From an optimization exercise on the open Yosys and OpenROAD flow, aimed at small area, a short achievable clock period and few clock cycles; shortcuts taken in it are not production practice.
In this exercise RTL edits were held to simulation tests only and were not proved equivalent to the original.
Power and IR drop assume default switching activity.

xenon:
==> flow/design.v <==
package dram_responder_pkg;
    localparam logic [7:0] HOST_CMD_LOAD = 8'h01;
    localparam logic [7:0] HOST_CMD_DUMP = 8'h02;
    typedef enum logic [2:0] {
        S_CMD,
        S_ADDR,
        S_LEN,
        S_LOAD,
        S_DUMP_RD,
        S_DUMP_TX
    } host_state_e;
    function automatic logic [8:0] len_to_cnt(input logic [7:0] len);
        len_to_cnt = (len == 8'd0) ? 9'd256 : {1'b0, len};
    endfunction
endpackage
module dram_responder_sp_sram (
    input  logic       clk,
    input  logic       rst,
    input  logic        we_i,
    input  logic        rsel_i,
    input  logic        wsel_i,
    input  logic [7:0]  caddr_i,
    input  logic [15:0] plo_i,
    input  logic [15:0] phi_i,
    input  logic [7:0]  wdata_i,
    input  logic       re_i,
    output logic [7:0] rdata_o
);
    logic [15:0] lo_n, hi_n, wlo_n, whi_n;
    dram_responder_pdec  u_dec_lo  (.a_i(caddr_i[3:0]), .p_i(plo_i), .sel_i(rsel_i), .y_no(lo_n));
    dram_responder_pdec  u_dec_hi  (.a_i(caddr_i[7:4]), .p_i(phi_i), .sel_i(rsel_i), .y_no(hi_n));
    dram_responder_pdece u_dec_wlo (.a_i(caddr_i[3:0]), .p_i(plo_i), .sel_i(wsel_i), .en_i(we_i),
                                    .y_no(wlo_n));
    dram_responder_pdec  u_dec_whi (.a_i(caddr_i[7:4]), .p_i(phi_i), .sel_i(wsel_i), .y_no(whi_n));
    logic [15:0] wlo_nq, whi_nq;
    logic [7:0]  wd_q;
    always_ff @(posedge clk) begin
        wlo_nq <= wlo_n;
        whi_nq <= whi_n;
        wd_q   <= wdata_i;
    end
    logic [255:0] rsel, wen;
    logic [7:0]   mem_q [256];
    for (genvar i = 0; i < 256; i++) begin : g_word
        dram_responder_nor2 u_wen  (.a(wlo_nq[i % 16]), .b(whi_nq[i / 16]), .y(wen[i]));
        dram_responder_nor2 u_rsel (.a(lo_n[i % 16]), .b(hi_n[i / 16]), .y(rsel[i]));
        always_ff @(posedge clk) begin
            if (wen[i]) mem_q[i] <= wd_q;
        end
    end
    logic hit;
    dram_responder_hit u_hit (.lo_ni(lo_n), .hi_ni(hi_n), .wlo_ni(wlo_nq), .whi_ni(whi_nq), .hit_o(hit));
    logic [7:0] rd_n;
    for (genvar b = 0; b < 8; b++) begin : g_bit
        logic [31:0] t1;
        logic [15:0] t2_n;
        logic [7:0]  t3;
        logic [3:0]  t4_n;
        logic [1:0]  t5;
        for (genvar i = 0; i < 32; i++) begin : g_t1
            dram_responder_ao8 u (
                .w({mem_q[8*i+7][b], mem_q[8*i+6][b], mem_q[8*i+5][b], mem_q[8*i+4][b],
                    mem_q[8*i+3][b], mem_q[8*i+2][b], mem_q[8*i+1][b], mem_q[8*i][b]}),
                .s(rsel[8*i +: 8]), .y(t1[i]));
        end
        for (genvar i = 0; i < 16; i++) begin : g_t2
            dram_responder_nor2 u (.a(t1[2*i]), .b(t1[2*i+1]), .y(t2_n[i]));
        end
        for (genvar i = 0; i < 8; i++) begin : g_t3
            dram_responder_nand2 u (.a(t2_n[2*i]), .b(t2_n[2*i+1]), .y(t3[i]));
        end
        for (genvar i = 0; i < 4; i++) begin : g_t4
            dram_responder_nor2 u (.a(t3[2*i]), .b(t3[2*i+1]), .y(t4_n[i]));
        end
        for (genvar i = 0; i < 2; i++) begin : g_t5
            dram_responder_a21oi u (.a(t4_n[2*i]), .b(t4_n[2*i+1]), .c(hit), .y(t5[i]));
        end
        logic byp;
        assign byp = hit & wd_q[b];
        dram_responder_nor3 u_t6 (.a(t5[0]), .b(t5[1]), .c(byp), .y(rd_n[b]));
    end
    logic [7:0] rdata_q;
    always_ff @(posedge clk or posedge rst) begin
        if (rst) begin
            rdata_q <= '0;
        end else if (re_i) begin
            rdata_q <= ~rd_n;
        end
    end
    assign rdata_o = rdata_q;
endmodule
module dram_responder_pdec (
    input  logic [3:0]  a_i,
    input  logic [15:0] p_i,
    input  logic        sel_i,
    output logic [15:0] y_no
);
    always_comb begin
        for (int k = 0; k < 16; k++) y_no[k] = !(sel_i ? p_i[k] : (a_i == 4'(k)));
    end
endmodule
module dram_responder_pdece (
    input  logic [3:0]  a_i,
    input  logic [15:0] p_i,
    input  logic        sel_i,
    input  logic        en_i,
    output logic [15:0] y_no
);
    always_comb begin
        for (int k = 0; k < 16; k++) y_no[k] = !(en_i && (sel_i ? p_i[k] : (a_i == 4'(k))));
    end
endmodule
module dram_responder_nor2 (
    input  logic a, b,
    output logic y
);
    assign y = !(a || b);
endmodule
module dram_responder_ao8 (
    input  logic [7:0] w,
    input  logic [7:0] s,
    output logic       y
);
    assign y = |(w & s);
endmodule
module dram_responder_nor3 (
    input  logic a, b, c,
    output logic y
);
    assign y = !(a || b || c);
endmodule
module dram_responder_hit (
    input  logic [15:0] lo_ni,
    input  logic [15:0] hi_ni,
    input  logic [15:0] wlo_ni,
    input  logic [15:0] whi_ni,
    output logic        hit_o
);
    assign hit_o = |(~lo_ni & ~wlo_ni) && |(~hi_ni & ~whi_ni);
endmodule
module dram_responder_a21oi (
    input  logic a, b, c,
    output logic y
);
    assign y = !((a && b) || c);
endmodule
module dram_responder_nand2 (
    input  logic a, b,
    output logic y
);
    assign y = !(a && b);
endmodule
module dram_responder (
    input  logic       clk,
    input  logic       rst,
    input  logic [7:0] dram_addr,
    input  logic [7:0] dram_din,
    input  logic       dram_write,
    output logic [7:0] dram_dout,
    input  logic       cpu_idle,
    output logic       host_busy,
    input  logic [7:0] host_in_data,
    input  logic       host_in_valid,
    output logic       host_in_ready,
    output logic [7:0] host_out_data,
    output logic       host_out_valid,
    input  logic       host_out_ready,
    output logic       cmd_err
);
    logic       busy_q, s_addr_q, s_len_q, s_load_q, s_dump_q;
    logic       rdy_q;       
    logic       dump_q;      
    logic       last_q;      
    logic [7:0] ptr_q;       
    logic [15:0] plo_q, phi_q;   
    logic [7:0] cnt_q;       
    logic       stall_q, err_q;
    logic       busy_a_q, idle_w_q;
    logic in_ready, in_fire, out_fire, cmd_ok, is_dump, stall, step, fin;
    logic [7:0] cnt_dec;
    assign in_ready = (cpu_idle && !busy_q) || rdy_q;
    assign in_fire  = host_in_valid && in_ready;
    assign out_fire = s_dump_q && host_out_ready;
    assign is_dump  = (host_in_data == dram_responder_pkg::HOST_CMD_DUMP);
    assign cmd_ok   = (host_in_data == dram_responder_pkg::HOST_CMD_LOAD) || is_dump;
    assign stall    = !busy_q && host_in_valid && !cpu_idle;
    assign cnt_dec  = cnt_q - 8'd1;
    assign step     = (s_load_q && host_in_valid) || out_fire;
    assign fin      = last_q && step;
    always_ff @(posedge clk or posedge rst) begin
        if (rst) begin
            busy_q   <= 1'b0;
            s_addr_q <= 1'b0;
            s_len_q  <= 1'b0;
            s_load_q <= 1'b0;
            s_dump_q <= 1'b0;
            rdy_q    <= 1'b0;
            stall_q  <= 1'b0;
            err_q    <= 1'b0;
        end else begin
            stall_q <= stall;
            err_q   <= (!busy_q && in_fire && !cmd_ok) || (stall && !stall_q) || (busy_q && dram_write);
            if (!busy_q) begin
                if (in_fire && cmd_ok) begin
                    busy_q   <= 1'b1;
                    s_addr_q <= 1'b1;
                    rdy_q    <= 1'b1;
                end
            end else if (s_addr_q) begin
                if (host_in_valid) begin
                    s_addr_q <= 1'b0;
                    s_len_q  <= 1'b1;
                end
            end else if (s_len_q) begin
                if (host_in_valid) begin
                    s_len_q  <= 1'b0;
                    s_load_q <= !dump_q;
                    s_dump_q <= dump_q;
                    rdy_q    <= !dump_q;
                end
            end else if (fin) begin
                busy_q   <= 1'b0;
                s_load_q <= 1'b0;
                s_dump_q <= 1'b0;
                rdy_q    <= 1'b0;
            end
        end
    end
    logic [7:0] ptr_d;
    always_comb begin
        ptr_d = ptr_q;
        if (s_addr_q && host_in_valid) begin
            ptr_d = host_in_data;
        end else if (step || (s_len_q && host_in_valid && dump_q)) begin
            ptr_d = ptr_q + 8'd1;
        end
    end
    logic busy_d;
    always_comb begin
        busy_d = busy_q;
        if (!busy_q) busy_d = in_fire && cmd_ok;
        else if (!s_addr_q && !s_len_q && fin) busy_d = 1'b0;
    end
    always_ff @(posedge clk) begin
        busy_a_q <= busy_d;
        idle_w_q <= !busy_d;
        if (!busy_q) begin
            dump_q <= is_dump;
        end
        ptr_q <= ptr_d;
        plo_q <= 16'b1 << ptr_d[3:0];
        phi_q <= 16'b1 << ptr_d[7:4];
        if (s_len_q && host_in_valid) begin
            cnt_q  <= host_in_data;
            last_q <= (host_in_data == 8'd1);
        end else if (step) begin
            cnt_q  <= cnt_dec;
            last_q <= (cnt_dec == 8'd1);
        end
    end
    logic       mem_we, mem_re;
    logic [7:0] mem_wdata, mem_rdata;
    assign mem_we    = idle_w_q ? dram_write : (s_load_q && host_in_valid);
    assign mem_wdata = idle_w_q ? dram_din : host_in_data;
    assign mem_re    = !s_dump_q || host_out_ready;
    dram_responder_sp_sram u_ram (
        .clk    (clk),
        .rst    (rst),
        .we_i   (mem_we),
        .rsel_i (busy_a_q),
        .wsel_i (!idle_w_q),
        .caddr_i(dram_addr),
        .plo_i  (plo_q),
        .phi_i  (phi_q),
        .wdata_i(mem_wdata),
        .re_i   (mem_re),
        .rdata_o(mem_rdata)
    );
    assign dram_dout      = mem_rdata;
    assign host_out_data  = mem_rdata;
    assign host_out_valid = s_dump_q;
    assign host_in_ready  = in_ready;
    assign host_busy      = busy_q;
    assign cmd_err        = err_q;
endmodule
==> flow/config.mk <==
export PLATFORM = sky130hd
export DESIGN_NAME = dram_responder
export DESIGN_NICKNAME = dram_responder
export VERILOG_FILES = /design/flow/design.v
export SDC_FILE = /design/flow/constraint.sdc
export NUM_CORES = 4
export LEC_CHECK = 0
export CAP_MARGIN = 20
export CORE_MARGIN = 2
export CORE_UTILIZATION = 60
export PLACE_DENSITY = 0.7
export SETUP_SLACK_MARGIN = 2.5
export SLEW_MARGIN = 20
export SYNTH_HIERARCHICAL = 1
export SYNTH_MINIMUM_KEEP_SIZE = 0
export TNS_END_PERCENT = 5
==> flow/constraint.sdc <==
create_clock -name core_clock -period 5.5 [get_ports {clk}]
set_input_delay 1.1000 -clock core_clock [delete_from_list [all_inputs] [get_ports {clk}]]
set_output_delay 1.1000 -clock core_clock [all_outputs]
set_load 0.01 [all_outputs]
standard.sh (not shown) runs the stock make flow with config.mk's settings and CLKGATE_MAP_FILE= SYNTH_SCRIPT=/design/flow/synth_recipe.tcl, a recipe that flattens the netlist after the stock synthesis.
==> flow/flow/run.sh <==
#!/bin/bash
# The standard layout (standard.sh, with the standard synthesis), except
# that the input and output port buffers are plain buffers
# (sky130_fd_sc_hd__buf_4) instead of the delay cell buffer_ports picks by
# default. Every port still gets its own buffer.
set -euo pipefail
bash standard.sh "BUFFER_PORTS_ARGS=-buffer_cell sky130_fd_sc_hd__buf_4" finish > standard.log 2>&1
xenon: full flow OK, the timing, DRC and antenna checks passed
Testbench counts of xenon, summed over its fixed seeds: cycles 22,524.
For nickel, these inputs were changed with respect to xenon:
- changing TNS_END_PERCENT from 5 to 100
### Flow results
Compared with xenon, nickel shows a power per unit of standard cell area that is about 1.3% higher. Core utilization of nickel is on par with xenon. From xenon to nickel the numbers moved as follows: number of non-filler instances in the completed layout about even; setup slack rose 0.057 ns; total power after layout rose about 1.4%.

==> afterwards: timing with drivers on the ports <==
No port has a modelled driver above. Below, the same layouts with a new extraction and two added sets of constraints. Step 1 (the two cells are an assumption about what drives the block):
set clk [get_ports {clk}]
set_driving_cell -lib_cell sky130_fd_sc_hd__clkbuf_16 $clk
set_driving_cell -lib_cell sky130_fd_sc_hd__buf_2 [delete_from_list [all_inputs] $clk]
Step 2 moves the port delays by t, midway between the first and last clock arrival at a register: inputs arrive t later, outputs are due t later. That takes back most of the time a late clock gives input paths. Three values: ideal ports, drivers, drivers and shift; two values: the first two.
| run | t (ns) | setup WS [ns] | worst setup path at the end | worst slew at a driven data input, ns | pins driven straight from the clock port |
|---|---|---|---|---|---|
| xenon | 0.915 | 2.391 / 2.409 / 1.494 | input to register | 0.10 | 1 |
| nickel | 0.911 | 2.449 / 2.449 / 1.587 | input to register | 0.10 | 1 |
After both steps every run listed still meets setup and hold. For xenon, which loses most, drivers alone change the setup slack by +0.018 ns; drivers and shift together by -0.897 ns.
